This is an optimization exercise on Yosys and OpenROAD, whose aim is small area, not a production implementation.
RTL that was checked went through simulation tests only; none was proved equivalent to the original.
Function not checked in run 1: the RTL went through the layout flow alone.
Power figures rest on the tool's default switching activity, not on a simulated workload.

==> flow/design.v <==
`default_nettype none
package rv_isa_pkg;
    typedef logic [4:0] reg_idx_t;
    localparam reg_idx_t ZERO_REG = 5'd0;
    localparam logic [6:0] OPC_I      = 7'b0010011;
    localparam logic [6:0] OPC_R      = 7'b0110011;  
    localparam logic [6:0] OPC_LUI    = 7'b0110111;
    localparam logic [6:0] OPC_AUIPC  = 7'b0010111;
    localparam logic [6:0] OPC_S      = 7'b0100011;
    localparam logic [6:0] OPC_L      = 7'b0000011;
    localparam logic [6:0] OPC_B      = 7'b1100011;
    localparam logic [6:0] OPC_JAL    = 7'b1101111;
    localparam logic [6:0] OPC_JALR   = 7'b1100111;
    localparam logic [6:0] OPC_SYSTEM = 7'b1110011;
    localparam logic [2:0] F3_ADD  = 3'b000;  
    localparam logic [2:0] F3_SLL  = 3'b001;
    localparam logic [2:0] F3_SLT  = 3'b010;
    localparam logic [2:0] F3_SLTU = 3'b011;
    localparam logic [2:0] F3_XOR  = 3'b100;
    localparam logic [2:0] F3_SR   = 3'b101;  
    localparam logic [2:0] F3_OR   = 3'b110;
    localparam logic [2:0] F3_AND  = 3'b111;
    localparam logic [2:0] F3_BEQ  = 3'b000;
    localparam logic [2:0] F3_BNE  = 3'b001;
    localparam logic [2:0] F3_BLT  = 3'b100;
    localparam logic [2:0] F3_BGE  = 3'b101;
    localparam logic [2:0] F3_BLTU = 3'b110;
    localparam logic [2:0] F3_BGEU = 3'b111;
    localparam logic [2:0] F3_LB  = 3'b000;
    localparam logic [2:0] F3_LH  = 3'b001;
    localparam logic [2:0] F3_LW  = 3'b010;
    localparam logic [2:0] F3_LBU = 3'b100;
    localparam logic [2:0] F3_LHU = 3'b101;
    localparam logic [2:0] F3_SB = 3'b000;
    localparam logic [2:0] F3_SH = 3'b001;
    localparam logic [2:0] F3_SW = 3'b010;
    localparam logic [6:0] F7_BASE = 7'b0000000;
    localparam logic [6:0] F7_ALT  = 7'b0100000;  
endpackage
`default_nettype wire
`default_nettype none
package exe_pkg;
    localparam int XLEN_DEF = 32;
    localparam logic [3:0] MEM_NOP = 4'd0;
    localparam logic [3:0] LB      = 4'd1;
    localparam logic [3:0] LH      = 4'd2;
    localparam logic [3:0] LW      = 4'd3;
    localparam logic [3:0] LBU     = 4'd4;
    localparam logic [3:0] LHU     = 4'd5;
    localparam logic [3:0] SB      = 4'd6;
    localparam logic [3:0] SH      = 4'd7;
    localparam logic [3:0] SW      = 4'd8;
endpackage
`default_nettype wire
`timescale 1ns/1ps
`default_nettype none
module exe_top #(
    parameter int XLEN = exe_pkg::XLEN_DEF
) (
    input  wire                  clk_i,
    input  wire                  rst_i,
    input  wire                  in_valid_i,
    output logic                 in_ready_o,
    input  wire [31:0]           inst_i,
    input  wire [XLEN-1:0]       inst_addr_i,
    input  wire [XLEN-1:0]       op1_i,
    input  wire [XLEN-1:0]       op2_i,
    input  wire [4:0]            reg_waddr_i,
    input  wire                  reg_we_i,
    output logic                 out_valid_o,
    input  wire                  out_ready_i,
    output logic                 reg_we_o,
    output logic [4:0]           reg_waddr_o,
    output logic [XLEN-1:0]      reg_wdata_o,
    output logic                 mem_we_o,
    output logic [XLEN-1:0]      mem_addr_o,
    output logic [XLEN-1:0]      mem_wdata_o,
    output logic [3:0]           mem_op_o,
    output logic                 jump_en_o,
    output logic [XLEN-1:0]      jump_addr_o
);
    function automatic logic [32:0] carries_bk(input logic [31:0] p_in, input logic [31:0] g_in, input logic cin);
        logic [31:0] p, g;
        logic [32:0] c;
        p = p_in;
        g = g_in;
        g[0] = g[0] | (p[0] & cin);
        for (int i = 1; i <= 5; i++) begin
            for (int j = 2**i - 1; j < 32; j = j + 2**i) begin
                g[j] = g[j] | (p[j] & g[j - 2**(i-1)]);
                p[j] = p[j] & p[j - 2**(i-1)];
            end
        end
        for (int i = 5; i > 0; i--) begin
            for (int j = 2**i + 2**(i-1) - 1; j < 32; j = j + 2**i) begin
                g[j] = g[j] | (p[j] & g[j - 2**(i-1)]);
                p[j] = p[j] & p[j - 2**(i-1)];
            end
        end
        c = {g, cin};
        carries_bk = c;
    endfunction
    logic ld, hd;
    assign ld = ~out_valid_o | out_ready_i;
    assign hd = ~ld;
    logic [6:0] opc;
    logic [2:0] f3;
    logic       f7_zero, f7_alt;
    logic       is_opi, is_opr, is_lui, is_ld, is_st, is_br, is_jmp;
    logic       alu_ok;
    assign opc     = inst_i[6:0];
    assign f3      = inst_i[14:12];
    assign f7_zero = inst_i[31:25] == 7'b0000000;
    assign f7_alt  = inst_i[31:25] == 7'b0100000;
    assign is_opi  = opc == rv_isa_pkg::OPC_I;
    assign is_opr  = opc == rv_isa_pkg::OPC_R;
    assign is_lui  = opc == rv_isa_pkg::OPC_LUI || opc == rv_isa_pkg::OPC_AUIPC;
    assign is_ld   = opc == rv_isa_pkg::OPC_L;
    assign is_st   = opc == rv_isa_pkg::OPC_S;
    assign is_br   = opc == rv_isa_pkg::OPC_B;
    assign is_jmp  = opc == rv_isa_pkg::OPC_JAL || opc == rv_isa_pkg::OPC_JALR;
    assign alu_ok = (is_opr & (f7_zero | f7_alt)) |
                    (is_opi & ~(f3 == 3'b001 & ~f7_zero) & ~(f3 == 3'b101 & ~f7_zero & ~f7_alt));
    logic sub, use_imm, sel_pc, sel_alu, sel_pc4;
    logic fmt_s, fmt_b, fmt_j;
    assign sub     = opc[5] & opc[4] & ~opc[2] & (f3 == 3'b000) & inst_i[30];  
    assign use_imm = ~opc[4];
    assign sel_pc  = opc[6] & (opc[3] | ~opc[2]);    
    assign fmt_s   = ~opc[6] & opc[5];               
    assign fmt_b   = opc[6] & ~opc[2];               
    assign fmt_j   = opc[3];                         
    assign sel_alu = opc[4] & ~opc[2];
    assign sel_pc4 = opc[6];
    logic [31:0] imm_a, a_a, b_a, p_a, g_a, sum_a;
    logic [32:0] c_a;
    always_comb begin
        imm_a[31:20] = {12{inst_i[31]}};
        imm_a[19:12] = fmt_j ? inst_i[19:12] : {8{inst_i[31]}};
        imm_a[11]    = fmt_j ? inst_i[20] : fmt_b ? inst_i[7] : inst_i[31];
        imm_a[10:5]  = inst_i[30:25];
        imm_a[4:1]   = (fmt_s | fmt_b) ? inst_i[11:8] : inst_i[24:21];
        imm_a[0]     = (fmt_b | fmt_j) ? 1'b0 : fmt_s ? inst_i[7] : inst_i[20];
    end
    assign a_a   = (inst_addr_i & {32{sel_pc}}) | (op1_i & {32{~sel_pc}});
    assign b_a   = (imm_a & {32{use_imm}}) | (op2_i & {32{~use_imm & ~sub}}) | (~op2_i & {32{sub}});
    assign p_a   = a_a ^ b_a;
    assign g_a   = a_a & b_a;
    assign c_a   = carries_bk(p_a, g_a, sub);
    assign sum_a = p_a ^ c_a[31:0];
    logic [31:0] p_c, g_c;
    logic [32:0] c_c;
    logic        lt_u, lt_s, eq;
    assign p_c  = ~(op1_i ^ op2_i);
    assign g_c  = op1_i & ~op2_i;
    assign c_c  = carries_bk(p_c, g_c, 1'b1);
    assign lt_u = ~c_c[32];
    assign lt_s = lt_u ^ op1_i[31] ^ op2_i[31];
    assign eq   = &p_c;
    logic [31:0] pc4;
    assign pc4[1:0] = inst_addr_i[1:0];
    assign pc4[2]   = ~inst_addr_i[2];
    for (genvar i = 3; i < 32; i++) begin : g_pc4
        assign pc4[i] = inst_addr_i[i] ^ (&inst_addr_i[i-1:2]);
    end
    logic taken;
    logic br_k, taken_eq, taken_lt;
    assign br_k     = f3[0] ^ (~f3[1] & (op1_i[31] ^ op2_i[31]));
    assign taken_eq = is_br & ~f3[2] & ~f3[1] & (eq ^ f3[0]);
    assign taken_lt = is_br & f3[2] & (lt_u ^ br_k);
    assign taken    = taken_eq | taken_lt;
    logic [31:0] sh_in, s0, s1, s2, s3, s4;
    logic        fill;
    logic [4:0]  shamt;
    assign shamt = op2_i[4:0];
    assign fill  = f3[2] & inst_i[30] & op1_i[31];
    always_comb begin
        for (int i = 0; i < 32; i++) sh_in[i] = (op1_i[i] & f3[2]) | (op1_i[31-i] & ~f3[2]);
    end
    assign s0 = shamt[0] ? {{1{fill}},  sh_in[31:1]}  : sh_in;
    assign s1 = shamt[1] ? {{2{fill}},  s0[31:2]}     : s0;
    assign s2 = shamt[2] ? {{4{fill}},  s1[31:4]}     : s1;
    assign s3 = shamt[3] ? {{8{fill}},  s2[31:8]}     : s2;
    assign s4 = shamt[4] ? {{16{fill}}, s3[31:16]}    : s3;
    logic [31:0] w1_d, w2_d;
    logic e_add, e_p, e_g, e_shr, e_shl, e_slt, e_sltu;
    logic e_pc4;
    assign e_pc4  = sel_pc4 & ld;
    assign e_add  = ~sel_pc4 & (~sel_alu | f3 == 3'b000) & ld;
    assign e_p    = ~sel_pc4 & sel_alu & f3[2] & ~f3[0] & ld;
    assign e_g    = ~sel_pc4 & sel_alu & f3[2] & f3[1] & ld;
    assign e_shr  = ~sel_pc4 & sel_alu & f3 == 3'b101 & ld;
    assign e_shl  = ~sel_pc4 & sel_alu & f3 == 3'b001 & ld;
    assign e_slt  = ~sel_pc4 & sel_alu & f3 == 3'b010 & ld;
    assign e_sltu = ~sel_pc4 & sel_alu & f3 == 3'b011 & ld;
    logic [31:0] w1_rest;
    logic        slt_k, e_lt;
    always_comb begin
        for (int i = 0; i < 32; i++)
            w1_rest[i] = (p_a[i] & e_p) | (g_a[i] & e_g) |
                         (s4[i] & e_shr) | (s4[31-i] & e_shl) | (pc4[i] & e_pc4);
    end
    assign e_lt  = e_slt | e_sltu;
    assign slt_k = e_slt & (op1_i[31] ^ op2_i[31]);
    assign w1_d  = w1_rest | (~w1_n & {32{hd}}) | (sum_a & {32{e_add}}) | {31'b0, e_lt & (lt_u ^ slt_k)};
    logic e_op2, e_sa, e_sa0;
    assign e_op2 = ~opc[6] & ld;
    assign e_sa  = opc[6] & ld;
    assign e_sa0 = opc[6] & (opc[3] | ~opc[2]) & ld;
    assign w2_d  = (op2_i & {32{e_op2}}) | (~w2_n & {32{hd}}) | ({sum_a[31:1], 1'b0} & {32{e_sa}}) | {31'b0, sum_a[0] & e_sa0};
    logic       reg_we_d, wb_d, jump_en_d;
    logic [4:0] waddr_d;
    logic [3:0] mem_op_d;
    assign reg_we_d  = alu_ok | is_ld | is_jmp | (is_lui & reg_we_i);
    assign wb_d      = alu_ok | is_lui | is_jmp;
    assign waddr_d   = (alu_ok | is_lui | is_ld | is_st | is_jmp) ? reg_waddr_i : 5'd0;
    assign jump_en_d = taken | is_jmp;
    always_comb begin
        mem_op_d = exe_pkg::MEM_NOP;
        if (is_ld) begin
            case (f3)
                3'b000:  mem_op_d = exe_pkg::LB;
                3'b001:  mem_op_d = exe_pkg::LH;
                3'b010:  mem_op_d = exe_pkg::LW;
                3'b100:  mem_op_d = exe_pkg::LBU;
                3'b101:  mem_op_d = exe_pkg::LHU;
                default: mem_op_d = exe_pkg::MEM_NOP;
            endcase
        end else if (is_st) begin
            case (f3)
                3'b000:  mem_op_d = exe_pkg::SB;
                3'b001:  mem_op_d = exe_pkg::SH;
                3'b010:  mem_op_d = exe_pkg::SW;
                default: mem_op_d = exe_pkg::MEM_NOP;
            endcase
        end
    end
    logic [31:0] w1_n, w2_n;
    logic        wb_n;
    assign in_ready_o = ~out_valid_o | out_ready_i;
    always_ff @(posedge clk_i) begin
        if (rst_i) begin
            out_valid_o <= 1'b0;
        end else if (in_ready_o) begin
            out_valid_o <= in_valid_i;
        end
    end
    always_ff @(posedge clk_i) begin
        w1_n        <= ~w1_d;
        w2_n        <= ~w2_d;
        wb_n        <= (~wb_d & ld) | (wb_n & hd);
        reg_we_o    <= (reg_we_d & ld) | (reg_we_o & hd);
        reg_waddr_o <= (waddr_d & {5{ld}}) | (reg_waddr_o & {5{hd}});
        mem_we_o    <= (is_st & ld) | (mem_we_o & hd);
        mem_op_o    <= (mem_op_d & {4{ld}}) | (mem_op_o & {4{hd}});
        jump_en_o   <= (jump_en_d & ld) | (jump_en_o & hd);
    end
    logic mem_n, st_n;
    assign mem_n = ~|mem_op_o;
    assign st_n  = ~(mem_op_o[3] | (mem_op_o[2] & mem_op_o[1]));
    assign reg_wdata_o = ~(w1_n | {32{wb_n}});
    assign mem_addr_o  = ~(w1_n | {32{mem_n}});
    assign mem_wdata_o = ~(w2_n | {32{st_n}});
    assign jump_addr_o = ~(w2_n | {32{~jump_en_o}});
endmodule
`default_nettype wire
==> flow/flow/run.sh <==
#!/bin/bash
# ORFS layout built on the standard.sh, with these changes:
#  - synthesis is the standard flow's synthesis script unchanged except that ABC maps the
#    logic with flow/abc_map.script (delay-targeted mapping with area
#    recovery, delay target in ps in the script). Registers are mapped before
#    ABC runs, so they are the standard synthesis's registers;
#  - synthesis buffers are removed before global placement (as the
#    timing-driven mode does);
#  - the port buffers are made from the smallest buffer cell;
#  - clock tree synthesis uses small clock buffers and no dummy loads.
# Tool output goes to synth.log, standard.log and ORFS's per-step logs.
set -e
here=$(pwd)
{ head -n 1 synth_recipe.tcl
  echo "proc abc {args} { set i [lsearch -exact \$args -script]; if {\$i >= 0} { lset args [expr {\$i+1}] $here/flow/abc_map.script }; yosys abc {*}\$args }"
  tail -n +2 synth_recipe.tcl; } > flow_synth.tcl
mk=$(grep '^make -C' standard.sh | sed "s|SYNTH_SCRIPT=[^ ]*|SYNTH_SCRIPT=$here/flow_synth.tcl|; s|\"\${@:-finish}\"|synth|")
eval "$mk" > synth.log 2>&1
export BUFFER_PORTS_ARGS="-buffer_cell sky130_fd_sc_hd__buf_1"
export PRE_GLOBAL_PLACE_TCL="$here/flow/pre_gpl.tcl"
export CTS_ARGS="-sink_clustering_enable -repair_clock_nets -dont_use_dummy_load -buf_list sky130_fd_sc_hd__clkbuf_4 -root_buf sky130_fd_sc_hd__clkbuf_8 -sink_clustering_size 8"
bash standard.sh > standard.log 2>&1
==> flow/flow/abc_map.script <==
strash
dch -f
map -B 0.9 -D 1500
topo
stime -c
buffer -c
upsize -c -D 1500
dnsize -c -D 1500
==> flow/flow/pre_gpl.tcl <==
# drop synthesis buffers; repair_design re-buffers where slew or load needs it
if { !$::env(GPL_TIMING_DRIVEN) } {
  remove_buffers
}
==> flow/standard.sh <==
#!/bin/bash
# synth_recipe.tcl (not shown) runs the flow's synth.tcl, then flattens the netlist and writes it again
# the make line also repeats each setting of config.mk as NAME=value (left out here)
make -C /OpenROAD-flow-scripts/flow DESIGN_CONFIG=/design/flow/config.mk WORK_HOME=/design/flow/orfs CLKGATE_MAP_FILE= SYNTH_SCRIPT=/design/flow/synth_recipe.tcl "${@:-finish}"
==> flow/config.mk <==
export PLATFORM = sky130hd
export DESIGN_NAME = exe_top
export DESIGN_NICKNAME = exe_top
export VERILOG_FILES = /design/flow/design.v
export SDC_FILE = /design/flow/constraint.sdc
export NUM_CORES = 4
export LEC_CHECK = 0
export ABC_AREA = 1
export CAP_MARGIN = 20
export CORE_MARGIN = 2
export CORE_UTILIZATION = 45
export GPL_TIMING_DRIVEN = 0
export SETUP_SLACK_MARGIN = 0.05
export SLEW_MARGIN = 20
==> flow/constraint.sdc <==
create_clock -name core_clock -period 5.0 [get_ports {clk_i}]
set_input_delay 1.0000 -clock core_clock [delete_from_list [all_inputs] [get_ports {clk_i}]]
set_output_delay 1.0000 -clock core_clock [all_outputs]
set_load 0.01 [all_outputs]
==> results.json, run 1 <==
{
  "ys_ff_latch": 78,
  "yosys_warnings": 1,
  "yosysTopAreaCell": "nand3_1",
  "dp_hpwl_microns": 39200,
  "slew_headroom_pct": 21.2,
  "die_x_microns": 155,
  "syn_area_per_cell_sq_um": 5.84,
  "overflow": 0,
  "firstDrtPassIters": 6,
  "row_count": 55,
  "hold_ws_ns": 0.588,
  "cts_hold_buf": 0,
  "post_drt_wl_per_cell_microns": 22.3,
  "path_class": "primary input to flop",
  "layout_common_cells": "nand3_1, nand2_1, buf_1",
  "htreeDepth": 3,
  "yosys-top-cells-area": "nand3_1, dfxtp_1, nand2_1",
  "min_from": "w2_n[11]",
  "netlist_area_sq_um": 10200,
  "clk_latency_ns": 0.39,
  "wl_microns": 50200,
  "initial_core_util_pct": 45.5,
  "setup_viol": 0,
  "r2r-start": "out_valid_o",
  "via_per_inst": 6.11,
  "drc": 0,
  "die_h_microns": 155,
  "clk_pin_slew_worst_paths_ns": 0.09,
  "synthToLayoutAreaGrowth_pct": 16.4,
  "hold_end": "w2_n[11]",
  "syn_inst": 1750,
  "cts_buffers": 9,
  "fin_crit_sh_pct": 95.0,
  "tightestPinTransition_ns": 1.18,
  "worstSetupStartpointType": "primary input",
  "status": "finished clean",
  "critPathRequiredTime_ns": 5.34,
  "vias": 13760,
  "r2r_slack_ns": 1.21,
  "fin_tns_setup_ns": 0,
  "skew_ns": 0.0209,
  "final_common_cell": "nand3_1",
  "synth_top_area_share_pct": 18.6,
  "drive_above_1_share_pct": 5.69,
  "cts_tree": "done",
  "io_buffers": 279,
  "fp.coreArea_sq_um": 22400,
  "hp-class": "flop to flop",
  "insertedDiodeCount": 0,
  "min_path_cells": 2,
  "ios": 280,
  "cp.arrival_ns": 5.09,
  "worstSetupEndpointType": "flop",
  "place_congestion": 1.00,
  "ant_nets": 0,
  "antenna_found_initial": 0,
  "rsz0062_at_grt": "no",
  "cts.path.max_buffers": 2,
  "pwr_density_cell_nw_per_um2": 230,
  "drt-initial-drc-count": 1751,
  "yosysSeqAreaShare_pct": 16.6,
  "ir_drop_uv": 114,
  "track_usage_pct": 40.9,
  "rr_endpoint": "w1_n[10]",
  "clockRootBuffer": "clkbuf_8",
  "clock-sinks": 78,
  "grt_pass1_vias": 11964,
  "final_max_slew_viol_count": 0,
  "grt_max_degree": 42,
  "grt_pass1_wl_microns": 73700,
  "synth.distinct_cells": 36,
  "r2r.worst_path.cells": 10,
  "leakage_nw": 5.38,
  "max_freq_mhz": 211,
  "hold_viol": 0,
  "fin_crit_ns": 4.75,
  "die_area_sq_um": 23900,
  "drv_cap": 0,
  "nNetsFinal": 2194,
  "cp_max_fo": 12,
  "synth_nets": 1974
}
==> cell usage after synthesis <==
cell type / count
or2_2: 4
o221ai_1: 7
a21boi_0: 1
inv_1: 173
buf_2: 16
o2111ai_1: 4
clkinv_1: 3
ha_1: 69
nand2_1: 331
xnor2_1: 5
nand3_1: 380
nand4_1: 15
nor3_1: 21
o21ai_0: 71
nor3_2: 1
o211ai_1: 25
a21oi_1: 70
o31ai_1: 2
nor2_1: 249
fa_1: 17
o21a_1: 2
o22ai_1: 57
dfxtp_1: 65
and3_1: 5
a22o_1: 1
nor4_1: 9
clkbuf_1: 67
mux2_2: 8
nor3b_1: 2
xor2_1: 15
a211oi_1: 10
o21bai_1: 4
a31oi_1: 3
edfxtp_1: 13
a221oi_1: 8
buf_1: 17
==> how the worst max path moves through the flow <==
stage | from | endpoint | slack [ns] | depth (start not counted)
4_1_cts | inst_i[14] | w1_n[31] | 0.04 | 29
3_5_place_dp | inst_i[14] | w1_n[31] | -2.16 | 29
3_3_place_gp | inst_i[14] | w1_n[31] | -3.30 | 30
6_report | inst_i[4] | w1_n[28] | 0.25 | 27
2_1_floorplan | inst_i[14] | w1_n[31] | 0.21 | 29
5_1_grt | inst_i[14] | w1_n[31] | 0.05 | 29
==> report_power, final <==
part           internal [W]  switching (W)  total [W]
combinational      0.000479       0.000935    0.00141
sequential         0.000755       0.000138   0.000893
clock              0.000162       0.000265   0.000426
total               0.00140        0.00134    0.00273
==> repair_timing <==
action                     4_1_cts  5_1_grt
setup endpoints to repair       58       32
pin swaps                        6       13
buffers inserted                 7        8
cloned                           3        0
gates resized for setup         30       25
hold endpoints to repair         0        0
==> worst max-delay path, stage by stage <==
cell	delay (ns)
clkbuf_4	0.20
clkinvlp_4	0.31
nand3_1	0.18
nor2_1	0.04
o21ai_0	0.17
o211ai_1	0.19
inv_1	0.13
fa_2	0.20
inv_2	0.05
fa_2	0.35
nand2_1	0.07
nand3_1	0.07
nand2_1	0.10
inv_2	0.04
nand2_1	0.08
nand2_2	0.08
nand2_1	0.08
nand2_2	0.10
nand2_1	0.09
nand2_2	0.08
nand2_1	0.09
nand2_2	0.07
buf_4	0.15
fa_1	0.59
a221oi_1	0.37
nand3_1	0.11
nor2_1	0.11
==> cell type report <==
class | instances | area [sq um]
timing repair inverter | 2 | 11.3
fill | 2394 | 10500
inverter | 176 | 684
sequential | 78 | 1690
multi-input combinational | 1397 | 7690
clock buffer | 9 | 124
timing repair buffer | 306 | 1340
tap | 285 | 357
==> through the flow <==
step / std cells / total power [W] / setup slack, ns / util, % / area (sq um)
CTS: 2243 / 0.00263 / 0.0412 / 52.2 / 11700
finish: 2253 / 0.00273 / 0.252 / 53.0 / 11900
global route: 2253 / 0.00287 / 0.0470 / 53.0 / 11900
global placement: 2214 / 0.00217 / -3.30 / 50.0 / 11200
detailed placement: 2224 / 0.00218 / -2.16 / 50.8 / 11400
floorplan: 1750 / 0.00166 / 0.214 / - / 10200
==> layer usage <==
layer / GRT usage (%) / wire [microns] / vias to the layer above
li1: - / - / 6406
met4: 18.9 / 2480 / 0
met2: 60.2 / 20500 / 924
met3: 7.48 / 5960 / 143
met5: 0 / 0 / -
met1: 57.7 / 21200 / 6287
==> logic make-up after synthesis <==
kind of cell             synth area share, %
adder cells (fa/ha/maj)                 11.8
buffers and inverters                   10.3
multiplexers                           0.882
AO/OA/AOI/OAI                           15.5
AND/OR/NAND/NOR                         43.2
XOR/XNOR                                1.71
flip-flops                              16.6
==> run 2: changes to the inputs <==
--- a/flow/design.v
+++ b/flow/design.v
@@ -102,6 +102,6 @@
     endfunction
     logic ld, hd;
-    assign ld = ~out_valid_o | out_ready_i;
-    assign hd = ~ld;
+    assign ld = ~out_valid_o | out_ready_i;    
+    assign hd = out_valid_o & ~out_ready_i;    
     logic [6:0] opc;
     logic [2:0] f3;
@@ -248,10 +248,21 @@
         w1_n        <= ~w1_d;
         w2_n        <= ~w2_d;
-        wb_n        <= (~wb_d & ld) | (wb_n & hd);
-        reg_we_o    <= (reg_we_d & ld) | (reg_we_o & hd);
-        reg_waddr_o <= (waddr_d & {5{ld}}) | (reg_waddr_o & {5{hd}});
-        mem_we_o    <= (is_st & ld) | (mem_we_o & hd);
-        mem_op_o    <= (mem_op_d & {4{ld}}) | (mem_op_o & {4{hd}});
-        jump_en_o   <= (jump_en_d & ld) | (jump_en_o & hd);
+    end
+    always_ff @(posedge clk_i) begin
+        if (rst_i) begin
+            wb_n        <= 1'b0;
+            reg_we_o    <= 1'b0;
+            reg_waddr_o <= 5'd0;
+            mem_we_o    <= 1'b0;
+            mem_op_o    <= exe_pkg::MEM_NOP;
+            jump_en_o   <= 1'b0;
+        end else if (ld) begin
+            wb_n        <= ~wb_d;
+            reg_we_o    <= reg_we_d;
+            reg_waddr_o <= waddr_d;
+            mem_we_o    <= is_st;
+            mem_op_o    <= mem_op_d;
+            jump_en_o   <= jump_en_d;
+        end
     end
     logic mem_n, st_n;
==> flow/flow/abc_map.script (replaced) <==
strash
dch
map -B 0.9 -D 1500
topo
stime -c
buffer -c
upsize -c -D 1500
dnsize -c -D 1500
==> run 2 against run 1 <==
Against the previous run: critical endpoint is now w1_n[19]; still clean; synthesized cell count increased by 2.2%; combinational power barely moved; clock-buffer cell count did not move; flip-flop and latch count did not move; sequential share of layout area is 1.2 points lower.
==> results.json, run 2 <==
{
  "status": "finished clean",
  "worstSetupEndpointType": "flop",
  "final_cell_area_sq_um": 12000,
  "worstSetupStartpointType": "primary input",
  "drt-initial-drc-count": 1889,
  "overflow": 0,
  "fin_crit_sh_pct": 94.2,
  "fp.coreArea_sq_um": 22500,
  "startpoint": "inst_i[12]",
  "seq_area_sq_um": 1560,
  "cts.path.max_buffers": 2,
  "ys_ff_latch": 78,
  "initial_core_util_pct": 45.7,
  "leakage_nw": 5.48,
  "fin_crit_ns": 4.71,
  "via_per_inst": 6.13,
  "cp.arrival_ns": 5.04,
  "track_usage_pct": 41.1,
  "drive_above_1_share_pct": 6.03,
  "nNetsFinal": 2231,
  "skew_ns": 0.0196,
  "dp_hpwl_microns": 39400,
  "yosysTopAreaCell": "nand3_1",
  "antenna_found_initial": 0,
  "synth_nets": 2012,
  "cts_tree": "done",
  "clk_pin_slew_worst_paths_ns": 0.08,
  "drc": 0,
  "yosys_warnings": 1,
  "dpl_cell_area_sq_um": 11400,
  "ios": 280,
  "max_freq_mhz": 212,
  "fillCellCount": 2422,
  "ys.flop_type": "dfxtp_1",
  "setup_viol": 0,
  "ant_nets": 0,
  "setup_slack_ns": 0.290,
  "cts_buffers": 9,
  "min_from": "reg_waddr_o[3]",
  "pwr_density_cell_nw_per_um2": 223,
  "final_max_slew_viol_count": 0,
  "grt_pass1_vias": 11926,
  "htreeDepth": 3,
  "cts_hold_buf": 0,
  "reg_top3": "w1_n: 32 flops, w2_n: 32 flops, reg_waddr_o: 5 flops",
  "grt_pass1_wl_microns": 74000,
  "path_class": "primary input to flop",
  "cp_max_fo": 6,
  "dpl.cell_count": 2257,
  "clockRootBuffer": "clkbuf_8",
  "ir_drop_uv": 115,
  "ys_top_cells_by_count": "nand3_1, nand2_1, nor2_1",
  "finalNonFillerCells": 2292,
  "wl_microns": 51000,
  "synthToLayoutAreaGrowth_pct": 16.7,
  "hold_viol": 0,
  "critPathRequiredTime_ns": 5.33,
  "netlist_area_sq_um": 10300,
  "io_buffers": 279,
  "layout_common_cells": "nand3_1, nand2_1, buf_1",
  "grt_max_degree": 51,
  "final_common_cell": "nand3_1",
  "clock-sinks": 78,
  "place_ws_ns": -3.02,
  "tightestPinTransition_ns": 1.14,
  "p_total_w": 0.00268,
  "multi_input_area_sq_um": 7860,
  "fin_tns_setup_ns": 0,
  "place_congestion": 1.03,
  "r2r-start": "out_valid_o",
  "syn_area_per_cell_sq_um": 5.75,
  "async_reset_ff_share_pct": 0,
  "rsz0062_at_grt": "no",
  "row_count": 55,
  "die_x_microns": 155,
  "yosys-top-cells-area": "nand3_1, dfxtp_1, nand2_1",
  "yosysMostFrequentCell": "nand3_1",
  "firstDrtPassIters": 7,
  "drv_cap": 0,
  "die_h_microns": 155,
  "synth.distinct_cells": 43,
  "slew_headroom_pct": 24.0,
  "synth_top_area_share_pct": 17.9,
  "hp-class": "flop to flop",
  "synth_edf_count": 0,
  "yosysSeqAreaShare_pct": 15.2,
  "syn_inst": 1788,
  "post_drt_wl_per_cell_microns": 22.3,
  "die_area_sq_um": 24100,
  "vias": 14041,
  "clk_latency_ns": 0.40
}
run 2: repair_timing:
action | CTS | global route
buffers inserted | 8 | 9
pin swaps | 8 | 6
resized for setup | 33 | 28
cloned | 3 | 2
setup endpoints to repair | 64 | 29
run 2: cell families (layout without fill, tap and decap cells):
family,Yosys count,after routing,synth area share [%]
buffers and inverters,281,496,10.5
DFF,78,78,15.2
and+or+nand+nor,1026,1028,43.1
AOI/OAI and AO/OA,288,288,16.8
adders and majority gates,86,86,11.7
xor gates and xnor gates,21,21,1.79
muxes,8,8,0.876
other,0,2,0
run 2: worst paths after layout:
check,cells after the start,slack (ns),end
worst min-delay path,2,0.47,reg_waddr_o[3]
worst max-delay path,28,0.29,w1_n[19]
worst min register to register,2,0.47,reg_waddr_o[3]
worst max register to register,8,1.38,w1_n[29]
run 2: cell type report:
class	count	area share, %
Sequential cell	78	13.0
Inverter	179	5.78
Timing Repair Buffer	306	11.6
Timing Repair inverter	2	0.0834
Antenna cell	2	0.0417
Multi-Input combinational cell	1431	65.5
Clock buffer	9	1.03
Tap cell	285	2.97
run 2: power breakdown:
part	switching (W)	internal (W)	total, W
Clock	0.000253	0.000162	0.000415
Combinational	0.000919	0.000471	0.00139
Sequential	0.000139	0.000735	0.000874
run 2: critical path, stage by stage:
cell and delay (ns):
buf_2 0.14, inv_2 0.09, nand2_2 0.11, inv_4 0.08
nand2_8 0.08, clkinvlp_4 0.11, nor2_4 0.16, clkinvlp_4 0.12
nor2_1 0.13, nor3_2 0.07, fa_1 0.43, inv_2 0.08
fa_2 0.21, nand2_1 0.05, nand2_1 0.07, nand2_1 0.07
inv_2 0.07, nand2_1 0.06, nand2_2 0.09, nand2_1 0.06
nand2_2 0.10, a31oi_1 0.11, fa_1 0.44, xor2_1 0.41
nor2_1 0.12, nor3_2 0.32, o21ai_0 0.13, nor2_1 0.11
run 2: metal layers:
| layer | GRT usage [%] | part of all wire [%] | vias to the layer above |
|---|---|---|---|
| li1 | - | - | 6522 |
| met1 | 59.7 | 43 | 6351 |
| met2 | 58.6 | 40 | 1041 |
| met3 | 6.96 | 13 | 127 |
| met4 | 19.1 | 5.1 | 0 |
| met5 | 0.828 | 0 | - |
run 2: through the flow:
step	util, %	hold slack (ns)
2_1_floorplan	-	0.490
3_3_place_gp	50.1	0.453
3_5_place_dp	50.7	0.456
4_1_cts	52.2	0.469
5_1_grt	53.3	0.501
6_report	53.3	0.474
==> run 3: changes to the inputs <==
==> flow/flow/abc_map.script (replaced) <==
strash
dch -x
map -B 0.9 -D 1500
topo
stime -c
buffer -c
upsize -c -D 1500
dnsize -c -D 1500
==> run 3 against run 2 <==
Against the previous run: wire length down 2.5%; worst setup slack lost 0.16 ns; first-iteration DRC count shrank 4.4%; non-clock buffer count fell by 1; flip-flop and latch count unchanged; sequential power is 0.8% higher; clock skew increased by 0.0034 ns; register-to-register slack worse by 0.15 ns; synthesized cell count is 0.45% lower; design area fell by 1.0%; utilization is 0.39 points lower.
==> results.json, run 3 <==
{
  "status": "finished clean",
  "setup_slack_ns": 0.128,
  "cts_buffers": 9,
  "netlist_area_sq_um": 10200,
  "ir_drop_uv": 143,
  "io_buffers": 279,
  "yosysTopAreaCell": "nand3_1",
  "grt_pass1_wl_microns": 72500,
  "firstDrtPassIters": 6,
  "final_common_cell": "nand3_1",
  "row_count": 55,
  "clock-sinks": 78,
  "hold_viol": 0,
  "drive_above_1_share_pct": 5.86,
  "die_area_sq_um": 23900,
  "yosys-top-cells-area": "nand3_1, dfxtp_1, nand2_1",
  "cts_tree": "done",
  "final_max_slew_viol_count": 0,
  "synth_nets": 2004,
  "slew_headroom_pct": 31.1,
  "ys_top_cells_by_count": "nand3_1, nand2_1, nor2_1",
  "ios": 280,
  "synth_top_area_share_pct": 17.6,
  "skew_ns": 0.0231,
  "r2r-start": "out_valid_o",
  "yosysMostFrequentCell": "nand3_1",
  "drv_cap": 0,
  "worstSetupEndpointType": "flop",
  "ys.flop_type": "dfxtp_1",
  "async_reset_ff_share_pct": 0,
  "rr_endpoint": "w1_n[31]",
  "grt_pass1_vias": 11770,
  "post_drt_wl_per_cell_microns": 21.8,
  "drt-initial-drc-count": 1805,
  "dp_hpwl_microns": 39200,
  "overflow": 0,
  "track_usage_pct": 40.3,
  "fin_crit_sh_pct": 97.4,
  "leakage_nw": 5.48,
  "synthToLayoutAreaGrowth_pct": 16.6,
  "wl_microns": 49700,
  "hp-class": "flop to flop",
  "worstSetupStartpointType": "primary input",
  "r2r.worst_path.cells": 10,
  "via_per_inst": 5.94,
  "critPathRequiredTime_ns": 5.33,
  "reg_top3": "w1_n: 32 flops, w2_n: 32 flops, reg_waddr_o: 5 flops",
  "fin_crit_ns": 4.87,
  "vias": 13549,
  "path_class": "primary input to flop",
  "place_ws_ns": -3.06,
  "clk_pin_slew_worst_paths_ns": 0.09,
  "layout_common_cells": "nand3_1, nand2_1, buf_1",
  "rsz0062_at_grt": "yes",
  "drc": 0,
  "min_path_cells": 2,
  "synth.distinct_cells": 42,
  "cts.path.max_buffers": 2,
  "clockRootBuffer": "clkbuf_8",
  "ant_nets": 0,
  "antenna_found_initial": 0,
  "die_h_microns": 154,
  "syn_area_per_cell_sq_um": 5.72,
  "syn_inst": 1780,
  "insertedDiodeCount": 0,
  "cp_max_fo": 13,
  "cts_hold_buf": 0,
  "r2r_slack_ns": 1.23,
  "tightestPinTransition_ns": 1.03,
  "place_congestion": 1.01,
  "pwr_density_cell_nw_per_um2": 225,
  "initial_core_util_pct": 45.4,
  "grt_max_degree": 51,
  "clk_latency_ns": 0.38,
  "synth_edf_count": 0,
  "fillCellCount": 2453,
  "max_freq_mhz": 205,
  "yosysSeqAreaShare_pct": 15.3,
  "min_from": "reg_waddr_o[3]",
  "ys_ff_latch": 78,
  "yosys_warnings": 1,
  "die_x_microns": 154,
  "htreeDepth": 3,
  "final_util_pct": 52.9,
  "nNetsFinal": 2223,
  "setup_viol": 0,
  "fp.coreArea_sq_um": 22400,
  "hold_end": "reg_waddr_o[3]",
  "cp.arrival_ns": 5.20
}
run 3: cell type report:
type | count | area [sq um] | area share (%)
Multi-Input combinational cell | 1424 | 7770 | 65.5
Sequential cell | 78 | 1560 | 13.2
Timing Repair inverter | 2 | 10.0 | 0.0843
Clock buffer | 9 | 124 | 1.04
Tap cell | 285 | 357 | 3.00
Timing Repair Buffer | 305 | 1360 | 11.5
Inverter | 179 | 687 | 5.79
run 3: repair_timing:
action,in CTS,in global routing
setup buffers,9,6
pin swaps,8,11
gates resized for setup,40,20
cloned,4,0
endpoints found under the setup margin,64,17
run 3: power by group:
part | switching (W) | leakage [nW] | internal, W
logic | 0.000907 | 4.76 | 0.000466
registers | 0.000146 | 0.654 | 0.000735
clock network | 0.000253 | 0.0647 | 0.000162
run 3: worst max path at each step:
stage                           from       end  cells past startpoint
after floorplan            inst_i[4]  w1_n[23]                     32
after global placement    inst_i[14]  w1_n[31]                     33
after detailed placement   inst_i[4]  w1_n[31]                     34
after CTS                   op2_i[0]  w1_n[31]                     27
after global routing       inst_i[4]  w1_n[31]                     30
final                      inst_i[4]  w1_n[17]                     25
run 3: kinds of logic after synthesis:
family / share of synthesized area, %
AND/OR/NAND/NOR: 43.3
buffers and inverters: 10.6
AO/OA/AOI/OAI: 16.4
adder cells (fa/ha/maj): 11.8
flip-flops: 15.3
XOR/XNOR: 1.72
multiplexers: 0.774
run 3: worst max-delay path, cell delays in order:
cell	delay [ns]
buf_6	0.13
clkinvlp_4	0.13
nor2_4	0.18
inv_2	0.08
nor2_4	0.15
nand2_8	0.08
clkinvlp_4	0.09
nor2_4	0.05
buf_4	0.20
a221oi_2	0.39
inv_1	0.09
ha_1	0.31
nand2_1	0.07
inv_1	0.08
nand2_1	0.09
a21oi_1	0.17
nor2_1	0.08
nand2_2	0.10
inv_2	0.06
fa_1	0.43
xor2_1	0.31
o22ai_1	0.19
a211oi_1	0.46
o21ai_0	0.17
nor2_1	0.11
run 3: per-layer routing:
| metal | GRT usage (%) | vias to the layer above | wire length (microns) |
|---|---|---|---|
| li1 | - | 6453 | - |
| met1 | 57.1 | 6166 | 21400 |
| met2 | 59.6 | 834 | 20400 |
| met3 | 9.64 | 96 | 5990 |
| met4 | 14.3 | 0 | 1930 |
| met5 | 0 | - | 0 |
run 3: through the flow:
| stage | cell area [sq um] | hold slack [ns] | std cells | power (W) | TNS [ns] |
|---|---|---|---|---|---|
| 6_report | 11900 | 0.466 | 2282 | 0.00267 | 0 |
| 5_1_grt | 11900 | 0.487 | 2282 | 0.00281 | -0.0763 |
| 4_1_cts | 11700 | 0.468 | 2273 | 0.00258 | 0 |
| 3_5_place_dp | 11300 | 0.457 | 2251 | 0.00214 | -121.66 |
| 3_3_place_gp | 11200 | 0.453 | 2243 | 0.00212 | -184.83 |
| 2_1_floorplan | 10200 | 0.490 | 1780 | 0.00163 | 0 |
==> run 4: changes to the inputs <==
==> flow/flow/abc_map.script (replaced) <==
strash
dch -x -f
map -B 0.9 -D 1700
topo
stime -c
buffer -c
upsize -c -D 1700
dnsize -c -D 1700
==> run 4 against run 3 <==
Against the previous run: critical endpoint is now w1_n[22]; clock skew grew 0.013 ns; area after synthesis shrank 0.49%; hold slack better by 0.014 ns; largest cell class unchanged; via count decreased by 0.54%; design area about the same; worst setup slack better by 0.19 ns; register-to-register slack gained 0.10 ns; maximum frequency grew 4.0%; still clean; power shrank 0.29%; non-clock buffer count rose by 1.
==> results.json, run 4 <==
{
  "r2r.worst_path.cells": 9,
  "syn_area_per_cell_sq_um": 5.70,
  "die_x_microns": 154,
  "multi_input_area_sq_um": 7760,
  "layout_common_cells": "nand2_1, nand3_1, buf_1",
  "track_usage_pct": 39.8,
  "ios": 280,
  "ir_drop_uv": 125,
  "fp.coreArea_sq_um": 22000,
  "row_count": 54,
  "p_total_w": 0.00266,
  "fillCellCount": 2419,
  "worstSetupEndpointType": "flop",
  "final_cell_area_sq_um": 11900,
  "final_max_slew_viol_count": 0,
  "fin_tns_setup_ns": 0,
  "clock-sinks": 78,
  "ant_nets": 0,
  "leakage_nw": 5.54,
  "grt_pass1_vias": 11834,
  "setup_viol": 0,
  "io_buffers": 279,
  "rsz0062_at_grt": "no",
  "dp_hpwl_microns": 38000,
  "fin_crit_ns": 4.68,
  "cts_hold_buf": 0,
  "syn_inst": 1777,
  "tightestPinTransition_ns": 1.18,
  "overflow": 0,
  "yosys_warnings": 1,
  "netlist_area_sq_um": 10100,
  "critPathRequiredTime_ns": 5.35,
  "min_from": "mem_we_o",
  "worstSetupStartpointType": "primary input",
  "antenna_found_initial": 0,
  "die_area_sq_um": 23700,
  "cp_max_fo": 5,
  "synth_edf_count": 0,
  "yosys-top-cells-area": "nand3_1, dfxtp_1, nand2_1",
  "drt-initial-drc-count": 1665,
  "synth.distinct_cells": 36,
  "hold_end": "mem_we_o",
  "hold_viol": 0,
  "clk_pin_slew_worst_paths_ns": 0.11,
  "cts.path.max_buffers": 2,
  "post_drt_wl_per_cell_microns": 21.4,
  "yosysMostFrequentCell": "nand2_1",
  "htreeDepth": 3,
  "place_congestion": 0.984,
  "max_freq_mhz": 214,
  "slew_headroom_pct": 21.2,
  "clockRootBuffer": "clkbuf_8",
  "async_reset_ff_share_pct": 0,
  "cts_buffers": 9,
  "fin_crit_sh_pct": 93.6,
  "cts_tree": "done",
  "nNetsFinal": 2218,
  "hp-class": "flop to flop",
  "setup_slack_ns": 0.318,
  "ys.flop_type": "dfxtp_1",
  "ys_top_cells_by_count": "nand2_1, nand3_1, nor2_1",
  "grt_pass1_wl_microns": 71300,
  "synthToLayoutAreaGrowth_pct": 17.2,
  "final_util_pct": 54.1,
  "cp.arrival_ns": 5.03,
  "rr_endpoint": "w1_n[6]",
  "synth_nets": 2001,
  "drc": 0,
  "insertedDiodeCount": 0,
  "min_path_cells": 2,
  "firstDrtPassIters": 6,
  "pwr_density_cell_nw_per_um2": 224,
  "synth_top_area_share_pct": 17.4,
  "r2r_slack_ns": 1.33,
  "reg_top3": "w1_n: 32 flops, w2_n: 32 flops, reg_waddr_o: 5 flops",
  "wl_microns": 48500,
  "drive_above_1_share_pct": 5.22,
  "ys_ff_latch": 78,
  "path_class": "primary input to flop",
  "die_h_microns": 154,
  "clk_latency_ns": 0.40,
  "yosysTopAreaCell": "nand3_1",
  "vias": 13476,
  "drv_cap": 0,
  "r2r-start": "out_valid_o",
  "via_per_inst": 5.93,
  "initial_core_util_pct": 46.2,
  "final_common_cell": "nand2_1",
  "dpl_cell_area_sq_um": 11400,
  "yosysSeqAreaShare_pct": 15.4,
  "skew_ns": 0.0359,
  "grt_max_degree": 66,
  "status": "finished clean",
  "place_ws_ns": -2.17,
  "seq_area_sq_um": 1560
}
==> run 4: cell types whose count changed after synthesis, sizes merged, moves of 7 or more <==
cell / before / now
buf: 39 / 30
nand3: 359 / 352
inv: 174 / 167
nand2: 359 / 371
clkbuf: 62 / 72
a21oi: 78 / 85
nor2: 269 / 255
==> run 4: worst max path at each step <==
stage / from / endpoint / slack [ns] / depth (start not counted)
finish: inst_i[6] / w1_n[22] / 0.32 / 26
CTS: inst_i[14] / w1_n[31] / 0.08 / 33
detailed placement: inst_i[14] / w1_n[31] / -2.17 / 33
global route: inst_i[3] / w1_n[31] / 0.07 / 30
global placement: inst_i[14] / w1_n[31] / -4.08 / 33
floorplan: inst_i[4] / w1_n[31] / 0.13 / 33
==> run 4: cell type report <==
| cell class | count | area share (%) |
|---|---|---|
| Multi-Input combinational cell | 1425 | 65.3 |
| Sequential cell | 78 | 13.2 |
| Timing Repair Buffer | 306 | 11.9 |
| Inverter | 173 | 5.56 |
| Tap cell | 280 | 2.95 |
| Clock buffer | 9 | 1.04 |
| Timing Repair inverter | 1 | 0.0421 |
==> run 4: logic make-up after synthesis <==
kind of cell             share of synthesized area (%)
AND/OR/NAND/NOR                                   42.8
AO/OA/AOI/OAI                                     16.8
buffers and inverters                             10.2
adder cells (fa/ha/maj)                           11.9
flip-flops                                        15.4
XOR/XNOR                                          1.81
multiplexers                                      1.00
==> run 4: where the power goes <==
part | switching, W | internal (W)
Combinational | 0.000912 | 0.000470
Sequential | 0.000140 | 0.000737
Clock | 0.000242 | 0.000161
==> run 4: metrics by stage <==
| stage | std cells | hold slack [ns] |
|---|---|---|
| finish | 2272 | 0.480 |
| global route | 2272 | 0.510 |
| CTS | 2260 | 0.480 |
| detailed placement | 2244 | 0.472 |
| global placement | 2234 | 0.461 |
| floorplan | 1777 | 0.483 |
==> run 4: routing by layer <==
| metal | track usage, % | vias to the layer above | wire length [microns] |
|---|---|---|---|
| li1 | - | 6448 | - |
| met1 | 56.6 | 6133 | 21000 |
| met2 | 57.6 | 802 | 19500 |
| met3 | 9.13 | 93 | 5900 |
| met4 | 16.0 | 0 | 2180 |
| met5 | 0 | - | 0 |
==> run 4: worst max-delay path: stages <==
cell and delay (ns):
buf_1 0.37, nand2_1 0.21, nand3_1 0.11, a21oi_1 0.05
o21ai_0 0.12, o211ai_1 0.16, inv_1 0.12, fa_1 0.17
inv_1 0.06, fa_2 0.39, nand2_1 0.07, nand2_1 0.05
nand2_1 0.09, inv_2 0.06, nand2_1 0.07, nand2_2 0.07
nand2_1 0.08, nand2_2 0.08, inv_1 0.10, nor2_1 0.06
nor2_2 0.14, o21bai_1 0.12, fa_1 0.56, a221oi_1 0.50
nand2_1 0.10, nor2_1 0.10
==> run 4: repair_timing <==
item	4_1_cts	5_1_grt
pin swaps	5	4
gates resized for setup	31	27
setup buffers	5	8
hold endpoints to repair	0	0
cloned	2	1
endpoints found under the setup margin	60	18
==> run 5: changes to the inputs <==
==> flow/flow/abc_map.script (replaced) <==
strash
dch -x
map -B 0.9 -D 1700
topo
stime -c
buffer -c
upsize -c -D 1700
dnsize -c -D 1700
==> run 5 against run 4 <==
Against the previous run: area after synthesis up 0.23%; worst setup slack got worse by 0.039 ns; sequential power rose by 0.7%; wire length increased by 1.1%; power fell by 0.60%; register-to-register slack better by 0.45 ns; non-clock buffer count decreased by 6; final cell count about the same; global-route usage rose by 0.34 points; largest cell class unchanged.
==> results.json, run 5 <==
{
  "cp_max_fo": 9,
  "row_count": 54,
  "ys_top_cells_by_count": "nand3_1, nand2_1, nor2_1",
  "status": "finished clean",
  "cts_tree": "done",
  "layout_common_cells": "nand3_1, nand2_1, buf_1",
  "nNetsFinal": 2218,
  "via_per_inst": 6.02,
  "drive_above_1_share_pct": 5.42,
  "yosysSeqAreaShare_pct": 15.4,
  "clk_pin_slew_worst_paths_ns": 0.10,
  "die_area_sq_um": 23800,
  "async_reset_ff_share_pct": 0,
  "yosysMostFrequentCell": "nand3_1",
  "cp_slowest_cell": "fa_2",
  "min_path_cells": 2,
  "synthToLayoutAreaGrowth_pct": 16.5,
  "synth.distinct_cells": 39,
  "p_sw_w": 0.00129,
  "comb_power_share_pct": 51.2,
  "ys.flop_type": "dfxtp_1",
  "leakage_nw": 5.46,
  "drv_cap": 0,
  "syn_area_per_cell_sq_um": 5.71,
  "clkPwrFrac_pct": 15.4,
  "cts.path.max_buffers": 2,
  "path_class": "primary input to flop",
  "syn_inst": 1780,
  "firstDrtPassIters": 6,
  "io_buffers": 279,
  "crit_path_frequent_cell": "nand2_1",
  "ir_drop_uv": 122,
  "final_max_slew_viol_count": 0,
  "synth_edf_count": 0,
  "overflow": 0,
  "cp.arrival_ns": 5.06,
  "place_congestion": 1.01,
  "fin_crit_ns": 4.72,
  "reg_top3": "w1_n: 32 flops, w2_n: 32 flops, reg_waddr_o: 5 flops",
  "fp.coreArea_sq_um": 22000,
  "fillCellCount": 2369,
  "r2r.worst_path.cells": 8,
  "setup_slack_ns": 0.279,
  "r2r-start": "out_valid_o",
  "hold_ws_ns": 0.472,
  "synth_nets": 2004,
  "slew_headroom_pct": 21.1,
  "post_drt_wl_per_cell_microns": 21.6,
  "cpPeakStageDelay_ns": 0.40,
  "netlist_area_sq_um": 10200,
  "p_sw_share_pct": 48.7,
  "grt_max_degree": 64,
  "worstSetupEndpointType": "flop",
  "setup_viol": 0,
  "track_usage_pct": 40.1,
  "intPower_w": 0.00136,
  "skew_ns": 0.0230,
  "hold_viol": 0,
  "ant_nets": 0,
  "clockRootBuffer": "clkbuf_8",
  "critPathRequiredTime_ns": 5.34,
  "yosysTopAreaCell": "nand3_1",
  "dp_hpwl_microns": 38100,
  "pwr_density_cell_nw_per_um2": 224,
  "htreeDepth": 3,
  "clk_latency_ns": 0.38,
  "ios": 280,
  "seqPwrFrac_pct": 33.4,
  "yosys-top-cells-area": "nand3_1, dfxtp_1, nand2_1",
  "wl_microns": 49100,
  "final_common_cell": "nand3_1",
  "cts_hold_buf": 0,
  "rsz0062_at_grt": "no",
  "clock-sinks": 78,
  "drt-initial-drc-count": 1733,
  "worstSetupStartpointType": "primary input",
  "hp-class": "flop to flop",
  "drc": 0,
  "min_from": "reg_waddr_o[2]",
  "die_h_microns": 154,
  "ys_ff_latch": 78,
  "synth_top_area_share_pct": 17.7,
  "grt_pass1_wl_microns": 72400,
  "initial_core_util_pct": 46.3,
  "fin_crit_sh_pct": 94.4,
  "die_x_microns": 154,
  "fin_tns_setup_ns": 0,
  "yosys_warnings": 1,
  "rr_endpoint": "w1_n[7]",
  "hold_end": "reg_waddr_o[2]",
  "grt_pass1_vias": 11943,
  "tightestPinTransition_ns": 1.18,
  "vias": 13674,
  "antenna_found_initial": 1,
  "max_freq_mhz": 212,
  "cts_buffers": 9,
  "place_ws_ns": -3.18,
  "r2r_slack_ns": 1.78
}
[run 5: cell count changes after synthesis, sizes merged, moves of 3 or more]
cell and change:
a211oi -5, a21oi -7, buf -5, clkbuf +4, inv +5, nand2 -12
nand3 +7, nand4 +3, nor2 +14, o2111ai +4, o21ai -5, o22ai -4
[run 5: worst max path at each step]
stage,start,to,cells after the start
2_1_floorplan,inst_i[4],w1_n[23],32
3_3_place_gp,inst_i[14],w1_n[31],33
3_5_place_dp,inst_i[4],w1_n[31],34
4_1_cts,inst_i[4],w1_n[31],32
5_1_grt,inst_i[4],w1_n[23],32
6_report,inst_i[4],w1_n[23],32
[run 5: power by group through the flow]
stage               Combinational, W  Sequential (W)  Clock [W]
floorplan                   0.000818        0.000812          0
detailed placement           0.00124        0.000885          0
global route                 0.00148        0.000890   0.000433
finish                       0.00136        0.000883   0.000407
CTS                          0.00128        0.000872   0.000410
global placement             0.00123        0.000881          0
[run 5: worst max-delay path: cells and delay by family]
kind	cells	cell delay, ns
xor+xnor	1	0.21
fa+ha+maj	3	1.02
simple gates	17	1.63
buf+inv	8	0.66
compound gates	3	0.54
[run 5: per-layer routing]
layer  share of wire, %  vias to the layer above  track usage (%)
met2                 41                      883             60.6
li1                   -                     6461                -
met3                 13                       96             9.39
met4                4.1                        0             14.2
met5                  0                        -                0
met1                 42                     6234             56.0
[run 5: layout make-up]
class	count	area, sq um	share of cell area, %
Sequential cell	78	1560	13.2
Timing Repair inverter	2	10.0	0.0846
Clock buffer	9	124	1.05
Antenna cell	1	2.50	0.0211
Inverter	179	689	5.83
Tap cell	280	350	2.96
Multi-Input combinational cell	1424	7780	65.8
Timing Repair Buffer	300	1310	11.1
[run 5: timing repair]
item | CTS | global route
resized for setup | 36 | 29
setup buffers | 8 | 6
gates cloned | 4 | 0
setup endpoints to repair | 64 | 22
pin swaps | 5 | 13
[run 5: kinds of logic (layout without fill, tap and decap cells)]
| kind of cell | count (synthesis) | after routing | synth area share, % |
|---|---|---|---|
| xor gates and xnor gates | 20 | 20 | 1.72 |
| other | 0 | 1 | 0 |
| AOI/OAI and AO/OA | 279 | 279 | 16.5 |
| buffers and inverters | 280 | 490 | 10.4 |
| DFF | 78 | 78 | 15.4 |
| adders and majority gates | 86 | 86 | 11.8 |
| and+or+nand+nor | 1030 | 1032 | 43.4 |
| muxes | 7 | 7 | 0.776 |
[run 5: through the flow]
stage          std cells  power, W  cell area [sq um]  util, %
2_1_floorplan       1780   0.00163              10200        -
3_3_place_gp        2238   0.00211              11200     50.9
3_5_place_dp        2244   0.00213              11300     51.5
4_1_cts             2265   0.00256              11700     53.1
5_1_grt             2273   0.00280              11800     53.9
6_report            2273   0.00265              11800     53.9
==> run 6: changes to the inputs <==
--- a/flow/config.mk
+++ b/flow/config.mk
@@ -9,5 +9,5 @@
 export CAP_MARGIN = 20
 export CORE_MARGIN = 2
-export CORE_UTILIZATION = 45
+export CORE_UTILIZATION = 55
 export GPL_TIMING_DRIVEN = 0
 export SETUP_SLACK_MARGIN = 0.05
==> run 6 against run 5 <==
Against the previous run: still clean; sequential share of layout area about the same; non-clock buffer count grew 14; clock power about the same; clock-buffer cell count stayed put; critical path depth is 1 higher; largest cell class unchanged.
==> results.json, run 6 <==
{
  "status": "finished clean",
  "drc": 0,
  "wl_microns": 46800,
  "synth_top_area_share_pct": 17.7,
  "die_x_microns": 140,
  "rr_endpoint": "w1_n[18]",
  "post_drt_wl_per_cell_microns": 20.9,
  "cts_buffers": 9,
  "synth.area.mux_share_pct": 0.776,
  "leakage_nw": 5.53,
  "path_class": "primary input to flop",
  "clkPwrFrac_pct": 15.2,
  "firstDrtPassIters": 7,
  "yosys-top-cells-area": "nand3_1, dfxtp_1, nand2_1",
  "final_max_slew_viol_count": 0,
  "seqPwrFrac_pct": 33.1,
  "yosys_warnings": 1,
  "yosysTopAreaCell": "nand3_1",
  "p_total_w": 0.00266,
  "via_per_inst": 6.24,
  "cp_slowest_cell": "fa_2",
  "skew_ns": 0.0197,
  "hold_viol": 0,
  "cts.path.max_buffers": 2,
  "cp_top_family": "simple AND/OR/NAND/NOR gates",
  "yosysSeqAreaShare_pct": 15.4,
  "synth_nets": 2004,
  "r2r-start": "out_valid_o",
  "slew_headroom_pct": 20.2,
  "ys_ff_latch": 78,
  "netlist_area_sq_um": 10200,
  "setup_viol": 0,
  "syn_area_per_cell_sq_um": 5.71,
  "yosys.area_share.xor_xnor_pct": 1.72,
  "dp_hpwl_microns": 35400,
  "pwr_density_cell_nw_per_um2": 224,
  "critPathRequiredTime_ns": 5.29,
  "fin_crit_ns": 4.69,
  "synthAdderAreaFrac_pct": 11.8,
  "setup_slack_ns": 0.307,
  "nNetsFinal": 2232,
  "grt_pass1_wl_microns": 69600,
  "synthToLayoutAreaGrowth_pct": 16.7,
  "yosysMostFrequentCell": "nand3_1",
  "track_usage_pct": 46.1,
  "synth.distinct_cells": 39,
  "final_util_pct": 65.8,
  "max_freq_mhz": 213,
  "vias": 13950,
  "hp-class": "flop to flop",
  "clk_pin_slew_worst_paths_ns": 0.10,
  "ys_top_cells_by_count": "nand3_1, nand2_1, nor2_1",
  "worstSetupStartpointType": "primary input",
  "die_area_sq_um": 19600,
  "ios": 280,
  "final_common_cell": "nand3_1",
  "place_congestion": 1.05,
  "r2r_slack_ns": 1.47,
  "clock-sinks": 78,
  "grt_max_degree": 67,
  "fin_crit_sh_pct": 93.9,
  "drv_cap": 0,
  "dpl_cell_area_sq_um": 11300,
  "p_sw_share_pct": 48.1,
  "synth_simple_gate_area_share_pct": 43.4,
  "drt-initial-drc-count": 2004,
  "drive_above_1_share_pct": 6.08,
  "grt_pass1_vias": 12171,
  "min_from": "reg_waddr_o[1]",
  "die_h_microns": 140,
  "row_count": 49,
  "ys.flop_type": "dfxtp_1",
  "tightestPinTransition_ns": 1.19,
  "worstSetupEndpointType": "flop",
  "async_reset_ff_share_pct": 0,
  "ant_nets": 0,
  "htreeDepth": 3,
  "synth_top_family_by_area": "simple AND/OR/NAND/NOR gates",
  "clk_latency_ns": 0.38,
  "crit_path_frequent_cell": "nand2_1",
  "synth_edf_count": 0,
  "ir_drop_uv": 126,
  "p_sw_w": 0.00128,
  "cp.arrival_ns": 4.99,
  "synth-compound-area-share_pct": 16.5,
  "reg_top3": "w1_n: 32 flops, w2_n: 32 flops, reg_waddr_o: 5 flops",
  "comb_power_share_pct": 51.7,
  "layout_common_cells": "nand3_1, nand2_1, buf_1",
  "io_buffers": 279,
  "cts_tree": "done",
  "cp_max_fo": 39,
  "intPower_w": 0.00138,
  "cpPeakStageDelay_ns": 0.37,
  "overflow": 0,
  "final_cell_area_sq_um": 11900,
  "cp_num_buf_inv": 6,
  "place_ws_ns": -3.12,
  "fp.coreArea_sq_um": 18000,
  "hold_end": "reg_waddr_o[1]",
  "r2r.worst_path.cells": 9,
  "min_path_cells": 2,
  "antenna_found_initial": 0,
  "clockRootBuffer": "clkbuf_8",
  "initial_core_util_pct": 56.4,
  "syn_inst": 1780
}
[run 6: cell counts after synthesis]
No cell type changed its count.
[run 6: power by group through the flow]
stage / Sequential [W] / Combinational (W) / Clock, W
2_1_floorplan: 0.000812 / 0.000818 / 0
3_3_place_gp: 0.000874 / 0.00120 / 0
3_5_place_dp: 0.000878 / 0.00122 / 0
4_1_cts: 0.000865 / 0.00127 / 0.000400
5_1_grt: 0.000885 / 0.00149 / 0.000422
6_report: 0.000879 / 0.00137 / 0.000404
[run 6: through the flow]
| step | cells | hold WS, ns | TNS, ns |
|---|---|---|---|
| floorplan | 1780 | 0.490 | 0 |
| global placement | 2187 | 0.453 | -187.39 |
| detailed placement | 2194 | 0.455 | -140.85 |
| CTS | 2226 | 0.468 | 0 |
| global route | 2235 | 0.490 | -0.0243 |
| finish | 2236 | 0.471 | 0 |
[run 6: how the worst max path moves through the flow]
| stage | startpoint | to | slack (ns) | cells after the start |
|---|---|---|---|---|
| 2_1_floorplan | inst_i[4] | w1_n[23] | 0.06 | 32 |
| 3_3_place_gp | inst_i[14] | w1_n[31] | -3.69 | 33 |
| 3_5_place_dp | inst_i[4] | w1_n[31] | -3.12 | 34 |
| 4_1_cts | inst_i[4] | w1_n[23] | 0.06 | 32 |
| 5_1_grt | inst_i[4] | w1_n[29] | -0.02 | 32 |
| 6_report | inst_i[14] | w1_n[31] | 0.31 | 33 |
[run 6: worst register-to-register path: stages, from the launching register on]
cell	delay, ns
dfxtp_1	0.36
nand2_4	0.18
buf_16	0.30
nand2_2	0.36
a21oi_2	0.75
inv_1	0.66
o21ai_0	0.53
a211oi_1	0.15
o21ai_0	0.11
nor2_1	0.06
[run 6: cell type report]
type | count | area (sq um)
diodes | 1 | 2.50
clock buffers | 9 | 124
fillers | 1792 | 6170
inverters | 179 | 688
multi-input cells | 1424 | 7770
flip-flops and latches | 78 | 1560
well taps | 229 | 287
repair buffers | 314 | 1410
repair inverters | 2 | 10.0
[run 6: cell families after synthesis]
family / count (synthesis)
flops: 78
compound gates: 279
fa+ha+maj: 86
buf+inv: 280
simple gates: 1030
mux: 7
xor+xnor: 20
[run 6: layer usage]
metal | GRT usage (%) | vias up | wire length [microns]
met2 | 66.5 | 1096 | 18600
li1 | - | 6481 | -
met1 | 60.5 | 6199 | 17700
met4 | 25.9 | 0 | 3140
met5 | 0 | - | 0
met3 | 15.3 | 174 | 7460
[run 6: timing repair]
| action | 4_1_cts | 5_1_grt |
|---|---|---|
| gates resized for setup | 34 | 27 |
| setup endpoints to repair | 64 | 27 |
| hold buffers | 0 | 0 |
| gates cloned | 4 | 0 |
| setup buffers | 19 | 8 |
| pin swaps | 7 | 13 |
==> run 7: changes to the inputs <==
--- a/flow/config.mk
+++ b/flow/config.mk
@@ -9,6 +9,6 @@
 export CAP_MARGIN = 20
 export CORE_MARGIN = 2
-export CORE_UTILIZATION = 55
+export CORE_UTILIZATION = 45
 export GPL_TIMING_DRIVEN = 0
-export SETUP_SLACK_MARGIN = 0.05
+export SETUP_SLACK_MARGIN = 0
 export SLEW_MARGIN = 20
==> run 7 against run 6 <==
Against the previous run: non-clock buffer count down 9; critical path depth is 2 lower; die area is 22% higher; flip-flop and latch count unchanged; final cell count increased by 1.8%; sequential power up 0.5%; maximum frequency shrank 2.2%; worst setup slack lost 0.10 ns; largest power group unchanged; area after synthesis unchanged.
==> results.json, run 7 <==
{
  "seq_area_sq_um": 1560,
  "dpl.cell_count": 2245,
  "wl_microns": 49300,
  "yosysSeqAreaShare_pct": 15.4,
  "synth_nets": 2004,
  "overflow": 0,
  "worstSetupStartpointType": "primary input",
  "clk_pin_slew_worst_paths_ns": 0.09,
  "cp_max_fo": 17,
  "ys.flop_type": "dfxtp_1",
  "place_congestion": 1.00,
  "clkPwrFrac_pct": 15.5,
  "crit_path_frequent_cell": "nand2_1",
  "worstSetupEndpointType": "flop",
  "yosysMostFrequentCell": "nand3_1",
  "intPower_w": 0.00137,
  "drive_above_1_share_pct": 5.76,
  "initial_core_util_pct": 46.3,
  "p_sw_share_pct": 48.6,
  "pwr_density_cell_nw_per_um2": 225,
  "cts_hold_buf": 0,
  "path_class": "primary input to flop",
  "die_x_microns": 154,
  "fin_crit_sh_pct": 96.0,
  "cp_top_family": "simple AND/OR/NAND/NOR gates",
  "grt_max_degree": 49,
  "clockRootBuffer": "clkbuf_8",
  "dp_hpwl_microns": 38400,
  "vias": 13584,
  "hold_viol": 0,
  "syn_area_per_cell_sq_um": 5.71,
  "antenna_found_initial": 1,
  "fp.coreArea_sq_um": 22000,
  "cts.path.max_buffers": 2,
  "final_common_cell": "nand3_1",
  "fin_crit_ns": 4.80,
  "ant_nets": 0,
  "synth.distinct_cells": 39,
  "io_buffers": 279,
  "yosysTopAreaCell": "nand3_1",
  "clock-sinks": 78,
  "tightestPinTransition_ns": 1.12,
  "yosys-top-cells-area": "nand3_1, dfxtp_1, nand2_1",
  "p_sw_w": 0.00130,
  "syn_inst": 1780,
  "leakage_nw": 5.50,
  "hp-class": "flop to flop",
  "synth_top_area_share_pct": 17.7,
  "die_area_sq_um": 23800,
  "synth_edf_count": 0,
  "ys_ff_latch": 78,
  "fillCellCount": 2388,
  "htreeDepth": 3,
  "ys_top_cells_by_count": "nand3_1, nand2_1, nor2_1",
  "status": "finished clean",
  "via_per_inst": 5.97,
  "clk_latency_ns": 0.38,
  "yosys_warnings": 1,
  "drv_cap": 0,
  "layout_common_cells": "nand3_1, nand2_1, buf_1",
  "final_max_slew_viol_count": 0,
  "finalNonFillerCells": 2277,
  "ir_drop_uv": 112,
  "synth.area.mux_share_pct": 0.776,
  "yosys.area_share.xor_xnor_pct": 1.72,
  "synth-compound-area-share_pct": 16.5,
  "track_usage_pct": 40.0,
  "ios": 280,
  "post_drt_wl_per_cell_microns": 21.6,
  "cts_tree": "done",
  "cp.arrival_ns": 5.04,
  "reg_top3": "w1_n: 32 flops, w2_n: 32 flops, reg_waddr_o: 5 flops",
  "skew_ns": 0.0193,
  "cpPeakStageDelay_ns": 0.45,
  "async_reset_ff_share_pct": 0,
  "multi_input_area_sq_um": 7780,
  "synthAdderAreaFrac_pct": 11.8,
  "drc": 0,
  "dpl_cell_area_sq_um": 11300,
  "nNetsFinal": 2222,
  "max_freq_mhz": 208,
  "cp_slowest_cell": "fa_2",
  "row_count": 54,
  "synth_simple_gate_area_share_pct": 43.4,
  "grt_pass1_wl_microns": 71600,
  "comb_power_share_pct": 51.4,
  "grt_pass1_vias": 11757,
  "seqPwrFrac_pct": 33.0,
  "firstDrtPassIters": 6,
  "critPathRequiredTime_ns": 5.24,
  "hold_ws_ns": 0.468,
  "slew_headroom_pct": 24.8,
  "netlist_area_sq_um": 10200,
  "final_cell_area_sq_um": 11900,
  "fin_tns_setup_ns": 0,
  "die_h_microns": 154,
  "drt-initial-drc-count": 1741,
  "synth_top_family_by_area": "simple AND/OR/NAND/NOR gates",
  "synthToLayoutAreaGrowth_pct": 16.8,
  "cts_buffers": 9,
  "cp_num_buf_inv": 8,
  "setup_viol": 0
}
-- run 7: cell count changes in the layout (fill, tap and decap cells not counted), sizes merged --
cell | before | now
clkinv | 7 | 4
clkbuf | 14 | 12
buf | 309 | 302
nand2 | 360 | 359
inv | 169 | 172
-- run 7: layout make-up --
| type | instances | share of cell area, % |
|---|---|---|
| inverters | 179 | 5.81 |
| clock buffers | 9 | 1.04 |
| flip-flops and latches | 78 | 13.2 |
| repair buffers | 305 | 11.4 |
| multi-input cells | 1423 | 65.5 |
| repair inverters | 2 | 0.0844 |
| well taps | 280 | 2.95 |
| diodes | 1 | 0.0211 |
-- run 7: what timing repair did --
item,4_1_cts,5_1_grt
cloned,3,1
buffers inserted,8,9
endpoints found under the hold margin,0,0
gates resized for setup,34,29
pin swaps,6,17
endpoints found under the setup margin,61,33
-- run 7: path summary, 6_finish.rpt --
path               start  cells past startpoint  slack [ns]        to
min             mem_we_o                      2        0.47  mem_we_o
max            inst_i[4]                     31        0.20  w2_n[30]
max reg2reg  out_valid_o                      9        1.55  w1_n[14]
min reg2reg     mem_we_o                      2        0.47  mem_we_o
-- run 7: worst register-to-register path: cells and delay by family, from the launching register on --
family / cells / cell delay (ns)
AO/OA/AOI/OAI: 2 / 0.85
AND/OR/NAND/NOR: 6 / 1.47
buffers and inverters: 1 / 0.68
flip-flops: 1 / 0.35
-- run 7: power groups by stage --
stage | Combinational (W) | Sequential, W | Clock [W]
floorplan | 0.000818 | 0.000812 | 0
global placement | 0.00123 | 0.000882 | 0
detailed placement | 0.00124 | 0.000886 | 0
CTS | 0.00129 | 0.000873 | 0.000413
global route | 0.00149 | 0.000890 | 0.000437
finish | 0.00138 | 0.000883 | 0.000415
-- run 7: cells by family (layout without fill, tap and decap cells) --
logic type                 after synthesis  in the layout
muxes                                    7              7
adders and majority gates               86             86
other                                    0              1
and+or+nand+nor                       1030           1031
DFF                                     78             78
xor gates and xnor gates                20             20
AOI/OAI and AO/OA                      279            279
buffers and inverters                  280            495
-- run 7: per-stage QoR --
stage / setup WS, ns / total power [W] / utilization (%)
floorplan: -0.0205 / 0.00163 / -
global placement: -3.94 / 0.00211 / 50.9
detailed placement: -2.60 / 0.00212 / 51.6
CTS: 0.0104 / 0.00257 / 53.1
global route: -0.0344 / 0.00282 / 54.0
finish: 0.202 / 0.00267 / 54.0
-- run 7: per-layer routing --
metal / track usage [%] / part of all wire, %
met5: 0 / 0
met2: 59.4 / 41
met4: 15.2 / 3.8
met3: 9.50 / 13
met1: 56.0 / 42

[port drivers added, routing unchanged]
In the flow no input, the clock included, has a driving cell. The finished layouts below were timed again as built, in two steps. Step 1 sets driving cells, clkbuf_16 on the clock port and buf_2 on the other inputs (assumed; they add their load-dependent delay and slew). Step 2 also shifts input and output timing later by t, the mid clock arrival at the registers, as if the neighbouring blocks saw the same clock. a / b / c = ideal / step 1 / step 2; a / b = the first two.
| run | t, ns | setup slack, ns |
|---|---|---|
| run 1 | 0.434 | 0.252 / 0.261 / -0.173 |
| run 2 | 0.431 | 0.290 / 0.221 / -0.210 |
| run 3 | 0.421 | 0.128 / 0.127 / -0.294 |
| run 4 | 0.428 | 0.318 / 0.297 / -0.131 |
| run 5 | 0.418 | 0.279 / 0.266 / -0.152 |
| run 6 | 0.424 | 0.307 / 0.293 / -0.131 |
| run 7 | 0.420 | 0.202 / 0.140 / -0.280 |
Met with ideal ports but missed after step 2: setup timing in every run listed.
